From an optimization exercise on the open Yosys and OpenROAD flow, aimed at small area, a short achievable clock period and few clock cycles per item; shortcuts taken in it are not production practice. Where RTL was checked, it was by simulation tests only, not by an equivalence proof against the original. Power is estimated from default activity; no workload was simulated.

==> module header_length_frame_receiver_core, before the edit <==
module header_length_frame_receiver_core
#(
   parameter int BUF_DEPTH = BUF_DEPTH_DEF
) (
   input  logic                clock,
   input  logic                reset,
   input  logic                req_valid,
   output logic                req_ready,
   input  logic [OPCODE_W-1:0] req_opcode,
   input  logic [BYTE_W-1:0]   req_rx_byte,
   input  logic [INDEX_W-1:0]  req_read_index,
   output logic                rsp_valid,
   input  logic                rsp_ready,
   output logic                rsp_frame_done,
   output logic [COUNT_W-1:0]  rsp_byte_count,
   output logic [BYTE_W-1:0]   rsp_read_data,
   output logic [EVENT_W-1:0]  rsp_event_code
);
   localparam int GRP = 64;
   localparam int NG  = 256 / GRP;
   localparam int GW  = $clog2(GRP);
   logic               advance;
   logic               accept;
   logic               wr_en;
   logic [7:0]         wr_pos;
   hlfr_pkg::hlfr_status_type status;
   logic [NG-1:0][BYTE_W-1:0] grp_data;
   logic               s1_valid_ff;
   hlfr_pkg::hlfr_status_type s1_stat_ff;
   logic               s1_rd_ff;
   logic [NG-1:0]      s1_hi_oh_ff;
   logic [NG-1:0][BYTE_W-1:0] s1_grp_ff;
   logic [BYTE_W-1:0]  s1_data;
   logic               rsp_valid_ff;
   hlfr_pkg::hlfr_status_type rsp_stat_ff;
   logic [BYTE_W-1:0]  rsp_data_ff;
   assign advance   = !rsp_valid_ff || rsp_ready;
   assign req_ready = advance;
   assign accept    = req_valid && advance;
   hlfr_ctrl u_ctrl (
      .clock  (clock),
      .reset  (reset),
      .accept (accept),
      .opcode (req_opcode),
      .rx_byte(req_rx_byte),
      .wr_en  (wr_en),
      .wr_pos (wr_pos),
      .status (status)
   );
   hlfr_store #(.GRP(GRP)) u_store (
      .clock   (clock),
      .wr_en   (wr_en),
      .wr_addr (wr_pos),
      .wr_data (req_rx_byte),
      .rd_lo_oh(GRP'(1) << req_read_index[GW-1:0]),
      .grp_data(grp_data)
   );
   always_comb begin
      s1_data = '0;
      for (int g = 0; g < NG; g++) begin
         s1_data = s1_data | (s1_grp_ff[g] & {BYTE_W{s1_hi_oh_ff[g]}});
      end
   end
   always_ff @(posedge clock) begin
      if (reset) begin
         s1_valid_ff  <= 1'b0;
         rsp_valid_ff <= 1'b0;
      end else if (advance) begin
         s1_valid_ff  <= req_valid;
         rsp_valid_ff <= s1_valid_ff;
      end
   end
   always_ff @(posedge clock) begin
      if (advance) begin
         s1_stat_ff  <= status;
         s1_rd_ff    <= req_opcode == OP_READ;
         s1_hi_oh_ff <= NG'(1) << req_read_index[7:GW];
         s1_grp_ff   <= grp_data;
         rsp_stat_ff <= s1_stat_ff;
         rsp_data_ff <= s1_rd_ff ? s1_data : '0;
      end
   end
   assign rsp_valid      = rsp_valid_ff;
   assign rsp_frame_done = rsp_stat_ff.frame_done;
   assign rsp_byte_count = rsp_stat_ff.byte_count;
   assign rsp_read_data  = rsp_data_ff;
   assign rsp_event_code = rsp_stat_ff.event_code;
endmodule
export LEC_CHECK = 0
export CAP_MARGIN = 20
export CORE_MARGIN = 2
export CORE_UTILIZATION = 40
export CTS_CLUSTER_DIAMETER = 60
export CTS_CLUSTER_SIZE = 24
export SETUP_SLACK_MARGIN = 2.5
export SLEW_MARGIN = 20
export SYNTH_HIERARCHICAL = 1
create_clock -name core_clock -period 5.0 [get_ports {clock}]
run.sh (not shown) runs the stock make flow with config.mk's settings and CLKGATE_MAP_FILE= SYNTH_SCRIPT=/design/flow/synth_recipe.tcl, a recipe that flattens the netlist after the stock synthesis.
Next try:
--- a/flow/design.v
+++ b/flow/design.v
@@ -195,9 +195,9 @@
    output logic [COUNT_W-1:0]  rsp_byte_count,
    output logic [BYTE_W-1:0]   rsp_read_data,
    output logic [EVENT_W-1:0]  rsp_event_code
 );
-   localparam int GRP = 64;
+   localparam int GRP = 32;
    localparam int NG  = 256 / GRP;
    localparam int GW  = $clog2(GRP);
    logic               advance;
    logic               accept;
After rerunning: Worst setup slack improved by 0.51 ns. Register-to-register slack is about the same. Clock skew is about the same. Cell area decreases by 2.2%. Total power increases by 1.7%. Sequential share of layout area increases by 2.6 points. Maximum frequency increases by 20%. Worst hold slack hardly moves. Die area increases by 1.4%.
No functional check of the RTL was part of any run of this note.

* * *

The RTL this note starts from:
==> flow/design.v <==
package hlfr_pkg;
   localparam int BUF_DEPTH_DEF = 256;
   localparam int OPCODE_W = 2;
   localparam int BYTE_W   = 8;
   localparam int INDEX_W  = 8;
   localparam int COUNT_W  = 9;
   localparam int EVENT_W  = 3;
   localparam logic [OPCODE_W-1:0] OP_BYTE    = 2'd0;
   localparam logic [OPCODE_W-1:0] OP_RELEASE = 2'd1;
   localparam logic [OPCODE_W-1:0] OP_READ    = 2'd2;
   localparam logic [EVENT_W-1:0] EV_STORED    = 3'd0;
   localparam logic [EVENT_W-1:0] EV_DROP_DONE = 3'd1;
   localparam logic [EVENT_W-1:0] EV_BAD_FIRST = 3'd2;
   localparam logic [EVENT_W-1:0] EV_BAD_SECND = 3'd3;
   localparam logic [EVENT_W-1:0] EV_OVERFLOW  = 3'd4;
   localparam logic [EVENT_W-1:0] EV_TOO_LONG  = 3'd5;
   localparam logic [EVENT_W-1:0] EV_COMPLETE  = 3'd6;
   localparam logic [EVENT_W-1:0] EV_OTHER_OP  = 3'd7;
   localparam logic [BYTE_W-1:0]  SYNC_FIRST   = 8'h5A;
   localparam logic [BYTE_W-1:0]  SYNC_SECOND  = 8'hA5;
   localparam logic [COUNT_W-1:0] HEADER_BYTES = 9'd3;
   typedef struct packed {
      logic                 frame_done;
      logic [COUNT_W-1:0]   byte_count;
      logic [EVENT_W-1:0]   event_code;
   } hlfr_status_type;
endpackage
import hlfr_pkg::*;
module hlfr_ctrl (
   input  logic                  clock,
   input  logic                  reset,
   input  logic                  accept,
   input  logic [OPCODE_W-1:0]   opcode,
   input  logic [BYTE_W-1:0]     rx_byte,
   output logic                  wr_en,
   output logic [7:0]            wr_pos,
   output hlfr_pkg::hlfr_status_type status
);
   logic [COUNT_W-1:0] count_ff, count_in;
   logic               done_ff, done_in;
   logic               hdr0_ff, hdr0_in;
   logic               hdr1_ff, hdr1_in;
   logic               hdr2_ff, hdr2_in;
   logic               last_ff, last_in;
   logic [7:0]         rem_ff, rem_in;
   logic [EVENT_W-1:0] event_code;
   logic               is_byte;
   assign is_byte = opcode == OP_BYTE;
   always_comb begin
      count_in   = count_ff;
      done_in    = done_ff;
      hdr0_in    = hdr0_ff;
      hdr1_in    = hdr1_ff;
      hdr2_in    = hdr2_ff;
      last_in    = last_ff;
      rem_in     = rem_ff;
      event_code = EV_OTHER_OP;
      case (opcode)
         OP_BYTE: begin
            if (done_ff) begin
               event_code = EV_DROP_DONE;
            end else if (hdr0_ff) begin
               if (rx_byte == SYNC_FIRST) begin
                  count_in   = 9'd1;
                  hdr0_in    = 1'b0;
                  hdr1_in    = 1'b1;
                  event_code = EV_STORED;
               end else begin
                  event_code = EV_BAD_FIRST;
               end
            end else if (hdr1_ff) begin
               hdr1_in = 1'b0;
               if (rx_byte == SYNC_SECOND) begin
                  count_in   = 9'd2;
                  hdr2_in    = 1'b1;
                  event_code = EV_STORED;
               end else begin
                  count_in   = 9'd0;
                  hdr0_in    = 1'b1;
                  event_code = EV_BAD_SECND;
               end
            end else if (hdr2_ff) begin
               hdr2_in = 1'b0;
               if (rx_byte > 8'd253) begin
                  count_in   = 9'd0;
                  hdr0_in    = 1'b1;
                  event_code = EV_TOO_LONG;
               end else if (rx_byte == 8'd0) begin
                  count_in   = 9'd3;
                  done_in    = 1'b1;
                  event_code = EV_COMPLETE;
               end else begin
                  count_in   = 9'd3;
                  rem_in     = rx_byte - 8'd1;
                  last_in    = rx_byte == 8'd1;
                  event_code = EV_STORED;
               end
            end else begin
               count_in = count_ff + 9'd1;
               if (last_ff) begin
                  done_in    = 1'b1;
                  event_code = EV_COMPLETE;
               end else begin
                  rem_in     = rem_ff - 8'd1;
                  last_in    = rem_ff == 8'd1;
                  event_code = EV_STORED;
               end
            end
         end
         OP_RELEASE: begin
            count_in = '0;
            done_in  = 1'b0;
            hdr0_in  = 1'b1;
            hdr1_in  = 1'b0;
            hdr2_in  = 1'b0;
         end
         default: begin
         end
      endcase
   end
   always_ff @(posedge clock) begin
      if (reset) begin
         count_ff <= '0;
         done_ff  <= 1'b0;
         hdr0_ff  <= 1'b1;
         hdr1_ff  <= 1'b0;
         hdr2_ff  <= 1'b0;
      end else if (accept) begin
         count_ff <= count_in;
         done_ff  <= done_in;
         hdr0_ff  <= hdr0_in;
         hdr1_ff  <= hdr1_in;
         hdr2_ff  <= hdr2_in;
      end
   end
   always_ff @(posedge clock) begin
      if (accept) begin
         rem_ff  <= rem_in;
         last_ff <= last_in;
      end
   end
   assign wr_en             = accept && is_byte && !done_ff;
   assign wr_pos            = count_ff[7:0];
   assign status.frame_done = done_in;
   assign status.byte_count = count_in;
   assign status.event_code = event_code;
endmodule
import hlfr_pkg::*;
module hlfr_store #(
   parameter int GRP = 16,
   localparam int NG = 256 / GRP,
   localparam int GW = $clog2(GRP)
) (
   input  logic              clock,
   input  logic              wr_en,
   input  logic [7:0]        wr_addr,
   input  logic [BYTE_W-1:0] wr_data,
   input  logic [GRP-1:0]    rd_lo_oh,
   output logic [NG-1:0][BYTE_W-1:0] grp_data
);
   logic [BYTE_W-1:0] mem [256];
   assign mem[0] = SYNC_FIRST;
   assign mem[1] = SYNC_SECOND;
   for (genvar i = 2; i < 256; i++) begin : g_row
      always_ff @(posedge clock) begin
         if (wr_en && wr_addr == 8'(i)) begin
            mem[i] <= wr_data;
         end
      end
   end
   for (genvar g = 0; g < NG; g++) begin : g_grp
      always_comb begin
         grp_data[g] = '0;
         for (int j = 0; j < GRP; j++) begin
            grp_data[g] = grp_data[g] | (mem[g * GRP + j] & {BYTE_W{rd_lo_oh[j]}});
         end
      end
   end
endmodule
import hlfr_pkg::*;
module header_length_frame_receiver_core
#(
   parameter int BUF_DEPTH = BUF_DEPTH_DEF
) (
   input  logic                clock,
   input  logic                reset,
   input  logic                req_valid,
   output logic                req_ready,
   input  logic [OPCODE_W-1:0] req_opcode,
   input  logic [BYTE_W-1:0]   req_rx_byte,
   input  logic [INDEX_W-1:0]  req_read_index,
   output logic                rsp_valid,
   input  logic                rsp_ready,
   output logic                rsp_frame_done,
   output logic [COUNT_W-1:0]  rsp_byte_count,
   output logic [BYTE_W-1:0]   rsp_read_data,
   output logic [EVENT_W-1:0]  rsp_event_code
);
   localparam int GRP = 16;
   localparam int NG  = 256 / GRP;
   localparam int GW  = $clog2(GRP);
   localparam int RW  = 1 + COUNT_W + BYTE_W + EVENT_W;
   logic               accept;
   logic               wr_en;
   logic [7:0]         wr_pos;
   hlfr_pkg::hlfr_status_type status;
   logic [NG-1:0][BYTE_W-1:0] grp_data;
   logic               s1_valid_ff;
   hlfr_pkg::hlfr_status_type s1_stat_ff;
   logic               s1_rd_ff;
   logic [7-GW:0]      s1_hi_ff;
   logic [NG-1:0][BYTE_W-1:0] s1_grp_ff;
   logic [BYTE_W-1:0]  s1_data;
   logic [RW-1:0]      s1_res;
   logic [2:0][RW-1:0] q_ff;
   logic [RW-1:0]      out_ff;
   logic [2:0]         qv_ff;
   logic               ready_ff;
   logic               take;
   logic [2:0]         sh_v;
   logic [2:0][RW-1:0] sh_q;
   logic [2:0]         inflight;
   assign accept    = req_valid && ready_ff;
   assign req_ready = ready_ff;
   hlfr_ctrl u_ctrl (
      .clock  (clock),
      .reset  (reset),
      .accept (accept),
      .opcode (req_opcode),
      .rx_byte(req_rx_byte),
      .wr_en  (wr_en),
      .wr_pos (wr_pos),
      .status (status)
   );
   hlfr_store #(.GRP(GRP)) u_store (
      .clock   (clock),
      .wr_en   (wr_en),
      .wr_addr (wr_pos),
      .wr_data (req_rx_byte),
      .rd_lo_oh(GRP'(1) << req_read_index[GW-1:0]),
      .grp_data(grp_data)
   );
   always_ff @(posedge clock) begin
      s1_stat_ff <= status;
      s1_rd_ff   <= req_opcode == OP_READ;
      s1_hi_ff   <= req_read_index[7:GW];
      s1_grp_ff  <= grp_data;
   end
   assign s1_data = s1_rd_ff ? s1_grp_ff[s1_hi_ff] : '0;
   assign s1_res  = {s1_stat_ff.frame_done, s1_stat_ff.byte_count, s1_data,
                     s1_stat_ff.event_code};
   assign take = qv_ff[0] && rsp_ready;
   always_comb begin
      if (take) begin
         sh_v = {1'b0, qv_ff[2:1]};
         sh_q = {q_ff[2], q_ff[2], q_ff[1]};
      end else begin
         sh_v = qv_ff;
         sh_q = q_ff;
      end
   end
   assign inflight = 3'(32'(accept) + 32'(s1_valid_ff) + 32'(qv_ff[0]) + 32'(qv_ff[1]) +
                        32'(qv_ff[2]) - 32'(take));
   always_ff @(posedge clock) begin
      if (reset) begin
         s1_valid_ff <= 1'b0;
         qv_ff       <= '0;
         ready_ff    <= 1'b1;
      end else begin
         s1_valid_ff <= accept;
         qv_ff       <= sh_v | (s1_valid_ff ? ~sh_v & {sh_v[1:0], 1'b1} : 3'b000);
         ready_ff    <= inflight < 3'd3;
      end
   end
   for (genvar i = 0; i < 3; i++) begin : g_q
      always_ff @(posedge clock) begin
         if (sh_v[i]) q_ff[i] <= sh_q[i];
         else q_ff[i] <= s1_res;
      end
   end
   always_ff @(posedge clock) begin
      if (reset) out_ff <= '0;
      else out_ff <= sh_v[0] ? sh_q[0] : s1_res;
   end
   assign rsp_valid = qv_ff[0];
   assign {rsp_frame_done, rsp_byte_count, rsp_read_data, rsp_event_code} = out_ff;
endmodule
clock: 5.0 ns
lec_check: 0
cap_margin: 20
core_margin: 2
core_utilization: 40
cts_cluster_diameter: 60
cts_cluster_size: 24
place_density: 0.72
setup_slack_margin: 2.8
slew_margin: 20
synth_hierarchical: 1
==> next run, changes <==
--- a/flow/design.v
+++ b/flow/design.v
@@ -216,13 +216,13 @@
    logic [RW-1:0]      out_ff;
    logic [2:0]         qv_ff;
    logic               ready_ff;
    logic               take;
    logic [2:0]         sh_v;
    logic [2:0][RW-1:0] sh_q;
-   logic [2:0]         inflight;
+   logic               n2, n3;
    assign accept    = req_valid && ready_ff;
    assign req_ready = ready_ff;
    hlfr_ctrl u_ctrl (
       .clock  (clock),
       .reset  (reset),
       .accept (accept),
@@ -256,23 +256,23 @@
          sh_q = {q_ff[2], q_ff[2], q_ff[1]};
       end else begin
          sh_v = qv_ff;
          sh_q = q_ff;
       end
    end
-   assign inflight = 3'(32'(accept) + 32'(s1_valid_ff) + 32'(qv_ff[0]) + 32'(qv_ff[1]) +
-                        32'(qv_ff[2]) - 32'(take));
+   assign n3 = s1_valid_ff ? (qv_ff[0] && qv_ff[1]) : qv_ff[2];
+   assign n2 = s1_valid_ff ? (qv_ff[0] && !qv_ff[1]) : (qv_ff[1] && !qv_ff[2]);
    always_ff @(posedge clock) begin
       if (reset) begin
          s1_valid_ff <= 1'b0;
          qv_ff       <= '0;
          ready_ff    <= 1'b1;
       end else begin
          s1_valid_ff <= accept;
          qv_ff       <= sh_v | (s1_valid_ff ? ~sh_v & {sh_v[1:0], 1'b1} : 3'b000);
-         ready_ff    <= inflight < 3'd3;
+         ready_ff    <= take || !(n3 || (n2 && accept));
       end
    end
    for (genvar i = 0; i < 3; i++) begin : g_q
       always_ff @(posedge clock) begin
          if (sh_v[i]) q_ff[i] <= sh_q[i];
          else q_ff[i] <= s1_res;
Effect: The changed run finished clean. Routed wire length rose slightly. Die area stays flat. Total power rose by a few percent. Register-to-register slack improves by 150 ps. Clock power rose by roughly a tenth. Synthesized cell count is about the same. Flip-flop and latch count is unchanged. First-iteration DRC count fell slightly. Non-clock buffer count fell by 33. Utilization fell by 0.12 points.
Testbench counts after the change, summed over its fixed seeds: cycles 24,016, items 24,000.
Only the layout flow was run in the first run of this note; the RTL was not checked for function there.

* * *

header_length_frame_receiver_core, a different RTL version from the one above (not shown whole).
For scale: about 4,300 cells after synthesis, roughly 45 I/O pins.
==> module hlfr_store, before the edit <==
module hlfr_store #(
   parameter int GRP = 64,
   localparam int NG = 256 / GRP,
   localparam int GW = $clog2(GRP)
) (
   input  logic              clock,
   input  logic              wr_en,
   input  logic [7:0]        wr_addr,
   input  logic [BYTE_W-1:0] wr_data,
   input  logic [GRP-1:0]    rd_lo_oh,
   output logic [NG-1:0][BYTE_W-1:0] grp_data
);
   logic [BYTE_W-1:0] mem [256];
   assign mem[0] = SYNC_FIRST;
   assign mem[1] = SYNC_SECOND;
   for (genvar i = 2; i < 256; i++) begin : g_row
      always_ff @(posedge clock) begin
         if (wr_en && wr_addr == 8'(i)) begin
            mem[i] <= wr_data;
         end
      end
   end
   for (genvar g = 0; g < NG; g++) begin : g_grp
      always_comb begin
         grp_data[g] = '0;
         for (int j = 0; j < GRP; j++) begin
            grp_data[g] = grp_data[g] | (mem[g * GRP + j] & {BYTE_W{rd_lo_oh[j]}});
         end
      end
   end
endmodule
==> module header_length_frame_receiver_core, before the edit <==
module header_length_frame_receiver_core
#(
   parameter int BUF_DEPTH = BUF_DEPTH_DEF
) (
   input  logic                clock,
   input  logic                reset,
   input  logic                req_valid,
   output logic                req_ready,
   input  logic [OPCODE_W-1:0] req_opcode,
   input  logic [BYTE_W-1:0]   req_rx_byte,
   input  logic [INDEX_W-1:0]  req_read_index,
   output logic                rsp_valid,
   input  logic                rsp_ready,
   output logic                rsp_frame_done,
   output logic [COUNT_W-1:0]  rsp_byte_count,
   output logic [BYTE_W-1:0]   rsp_read_data,
   output logic [EVENT_W-1:0]  rsp_event_code
);
   localparam int GRP = 16;
   localparam int NG  = 256 / GRP;
   localparam int GW  = $clog2(GRP);
   logic               advance;
   logic               accept;
   logic               wr_en;
   logic [7:0]         wr_pos;
   hlfr_pkg::hlfr_status_type status;
   logic [NG-1:0][BYTE_W-1:0] grp_data;
   logic               s1_valid_ff;
   hlfr_pkg::hlfr_status_type s1_stat_ff;
   logic               s1_rd_ff;
   logic [NG-1:0]      s1_hi_oh_ff;
   logic [NG-1:0][BYTE_W-1:0] s1_grp_ff;
   logic [BYTE_W-1:0]  s1_data;
   logic               rsp_valid_ff;
   hlfr_pkg::hlfr_status_type rsp_stat_ff;
   logic [BYTE_W-1:0]  rsp_data_ff;
   assign advance   = !rsp_valid_ff || rsp_ready;
   assign req_ready = advance;
   assign accept    = req_valid && advance;
   hlfr_ctrl u_ctrl (
      .clock  (clock),
      .reset  (reset),
      .accept (accept),
      .opcode (req_opcode),
      .rx_byte(req_rx_byte),
      .wr_en  (wr_en),
      .wr_pos (wr_pos),
      .status (status)
   );
   hlfr_store #(.GRP(GRP)) u_store (
      .clock   (clock),
      .wr_en   (wr_en),
      .wr_addr (wr_pos),
      .wr_data (req_rx_byte),
      .rd_lo_oh(GRP'(1) << req_read_index[GW-1:0]),
      .grp_data(grp_data)
   );
   always_comb begin
      s1_data = '0;
      for (int g = 0; g < NG; g++) begin
         s1_data = s1_data | (s1_grp_ff[g] & {BYTE_W{s1_hi_oh_ff[g]}});
      end
   end
   always_ff @(posedge clock) begin
      if (reset) begin
         s1_valid_ff  <= 1'b0;
         rsp_valid_ff <= 1'b0;
      end else if (advance) begin
         s1_valid_ff  <= req_valid;
         rsp_valid_ff <= s1_valid_ff;
      end
   end
   always_ff @(posedge clock) begin
      if (advance) begin
         s1_stat_ff  <= status;
         s1_rd_ff    <= req_opcode == OP_READ;
         s1_hi_oh_ff <= NG'(1) << req_read_index[7:GW];
         s1_grp_ff   <= grp_data;
         rsp_stat_ff <= s1_stat_ff;
         rsp_data_ff <= s1_rd_ff ? s1_data : '0;
      end
   end
   assign rsp_valid      = rsp_valid_ff;
   assign rsp_frame_done = rsp_stat_ff.frame_done;
   assign rsp_byte_count = rsp_stat_ff.byte_count;
   assign rsp_read_data  = rsp_data_ff;
   assign rsp_event_code = rsp_stat_ff.event_code;
endmodule
clock: 5.0 ns
lec_check: 0
cap_margin: 20
core_margin: 2
core_utilization: 40
cts_cluster_diameter: 60
cts_cluster_size: 24
setup_slack_margin: 2.5
slew_margin: 20
synth_hierarchical: 1
Testbench counts at the start, summed over its fixed seeds: cycles 24,016, items 24,000.
Next try:
--- a/flow/design.v
+++ b/flow/design.v
@@ -144,23 +144,25 @@
    assign status.frame_done = done_in;
    assign status.byte_count = count_in;
    assign status.event_code = event_code;
 endmodule
 import hlfr_pkg::*;
 module hlfr_store #(
-   parameter int GRP = 64,
+   parameter int GRP = 16,
    localparam int NG = 256 / GRP,
    localparam int GW = $clog2(GRP)
 ) (
    input  logic              clock,
    input  logic              wr_en,
    input  logic [7:0]        wr_addr,
    input  logic [BYTE_W-1:0] wr_data,
    input  logic [GRP-1:0]    rd_lo_oh,
-   output logic [NG-1:0][BYTE_W-1:0] grp_data
+   input  logic [NG-1:0]     rd_hi_oh,
+   output logic [BYTE_W-1:0] rd_data
 );
+   logic [NG-1:0][BYTE_W-1:0] grp_data;
    logic [BYTE_W-1:0] mem [256];
    assign mem[0] = SYNC_FIRST;
    assign mem[1] = SYNC_SECOND;
    for (genvar i = 2; i < 256; i++) begin : g_row
       always_ff @(posedge clock) begin
          if (wr_en && wr_addr == 8'(i)) begin
@@ -171,12 +173,18 @@
    for (genvar g = 0; g < NG; g++) begin : g_grp
       always_comb begin
          grp_data[g] = '0;
          for (int j = 0; j < GRP; j++) begin
             grp_data[g] = grp_data[g] | (mem[g * GRP + j] & {BYTE_W{rd_lo_oh[j]}});
          end
+      end
+   end
+   always_comb begin
+      rd_data = '0;
+      for (int g = 0; g < NG; g++) begin
+         rd_data = rd_data | (grp_data[g] & {BYTE_W{rd_hi_oh[g]}});
       end
    end
 endmodule
 import hlfr_pkg::*;
 module header_length_frame_receiver_core
 #(
@@ -196,30 +204,22 @@
    output logic [BYTE_W-1:0]   rsp_read_data,
    output logic [EVENT_W-1:0]  rsp_event_code
 );
    localparam int GRP = 16;
    localparam int NG  = 256 / GRP;
    localparam int GW  = $clog2(GRP);
-   logic               advance;
    logic               accept;
    logic               wr_en;
    logic [7:0]         wr_pos;
+   logic [BYTE_W-1:0]  mem_data;
    hlfr_pkg::hlfr_status_type status;
-   logic [NG-1:0][BYTE_W-1:0] grp_data;
-   logic               s1_valid_ff;
-   hlfr_pkg::hlfr_status_type s1_stat_ff;
-   logic               s1_rd_ff;
-   logic [NG-1:0]      s1_hi_oh_ff;
-   logic [NG-1:0][BYTE_W-1:0] s1_grp_ff;
-   logic [BYTE_W-1:0]  s1_data;
    logic               rsp_valid_ff;
    hlfr_pkg::hlfr_status_type rsp_stat_ff;
    logic [BYTE_W-1:0]  rsp_data_ff;
-   assign advance   = !rsp_valid_ff || rsp_ready;
-   assign req_ready = advance;
-   assign accept    = req_valid && advance;
+   assign req_ready = !rsp_valid_ff || rsp_ready;
+   assign accept    = req_valid && req_ready;
    hlfr_ctrl u_ctrl (
       .clock  (clock),
       .reset  (reset),
       .accept (accept),
       .opcode (req_opcode),
       .rx_byte(req_rx_byte),
@@ -230,37 +230,26 @@
    hlfr_store #(.GRP(GRP)) u_store (
       .clock   (clock),
       .wr_en   (wr_en),
       .wr_addr (wr_pos),
       .wr_data (req_rx_byte),
       .rd_lo_oh(GRP'(1) << req_read_index[GW-1:0]),
-      .grp_data(grp_data)
+      .rd_hi_oh(NG'(1) << req_read_index[7:GW]),
+      .rd_data (mem_data)
    );
-   always_comb begin
-      s1_data = '0;
-      for (int g = 0; g < NG; g++) begin
-         s1_data = s1_data | (s1_grp_ff[g] & {BYTE_W{s1_hi_oh_ff[g]}});
-      end
-   end
    always_ff @(posedge clock) begin
       if (reset) begin
-         s1_valid_ff  <= 1'b0;
          rsp_valid_ff <= 1'b0;
-      end else if (advance) begin
-         s1_valid_ff  <= req_valid;
-         rsp_valid_ff <= s1_valid_ff;
-      end
-   end
-   always_ff @(posedge clock) begin
-      if (advance) begin
-         s1_stat_ff  <= status;
-         s1_rd_ff    <= req_opcode == OP_READ;
-         s1_hi_oh_ff <= NG'(1) << req_read_index[7:GW];
-         s1_grp_ff   <= grp_data;
-         rsp_stat_ff <= s1_stat_ff;
-         rsp_data_ff <= s1_rd_ff ? s1_data : '0;
+      end else begin
+         rsp_valid_ff <= accept || (rsp_valid_ff && !rsp_ready);
+      end
+   end
+   always_ff @(posedge clock) begin
+      if (accept) begin
+         rsp_stat_ff <= status;
+         rsp_data_ff <= req_opcode == OP_READ ? mem_data : '0;
       end
    end
    assign rsp_valid      = rsp_valid_ff;
    assign rsp_frame_done = rsp_stat_ff.frame_done;
    assign rsp_byte_count = rsp_stat_ff.byte_count;
    assign rsp_read_data  = rsp_data_ff;
=>
- The changed run ran to the end with no violations
- count of clock-buffer cells in the layout goes up by 6
- power goes down by 4.6%
- register-to-register slack degrades by 0.35 ns
- worst hold slack improves by 0.065 ns
- via count goes up by 1.6%
- combinational power stays flat
- core utilization goes up by 1.5 points
- cell area goes down by 2.1%
- routed wire length goes up by 5.0%
- clock power hardly moves
- sequential share of layout area goes down by 3.7 points
No functional check of the RTL was part of the second run of this note.

[re-timing with driven ports]
How much do the figures lean on ideal ports? The routed layouts below were timed once more, with nothing changed but the port constraints.
Step 1 (the two cells are an assumption about what drives the block):
set clk [get_ports {clock}]
set_driving_cell -lib_cell sky130_fd_sc_hd__clkbuf_16 $clk
set_driving_cell -lib_cell sky130_fd_sc_hd__buf_2 [delete_from_list [all_inputs] $clk]
Step 2 times the ports against the registers' clock, not the clock port: input delays grow and output delays shrink by t, the midpoint of the rising clock arrivals with the driver on.
Three values: ideal, step 1, step 2; two values: the first two.
run	t, ns	setup WS [ns]	hold slack, ns	cell pins on the clock port's net
the first run of note 1	0.871	1.930 / 1.937 / 1.066	0.424 / 0.424 / 0.424	1
the second run of note 1	0.873	2.444 / 2.419 / 1.615	0.426 / 0.426 / 0.426	1
the first run of note 2	0.865	2.568 / 2.518 / 1.764	0.461 / 0.461 / 0.461	1
the second run of note 2	0.875	2.745 / 2.668 / 1.910	0.470 / 0.470 / 0.470	1
the first run of note 3	0.908	2.498 / 2.447 / 1.632	0.423 / 0.423 / 0.423	1
the second run of note 3	0.855	1.682 / 1.684 / 0.830	0.488 / 0.432 / 0.524	1
After both steps setup and hold are still met in every run listed. For the first run of note 3, which loses most, drivers alone change the setup slack by -0.051 ns; drivers and shift together by -0.866 ns.
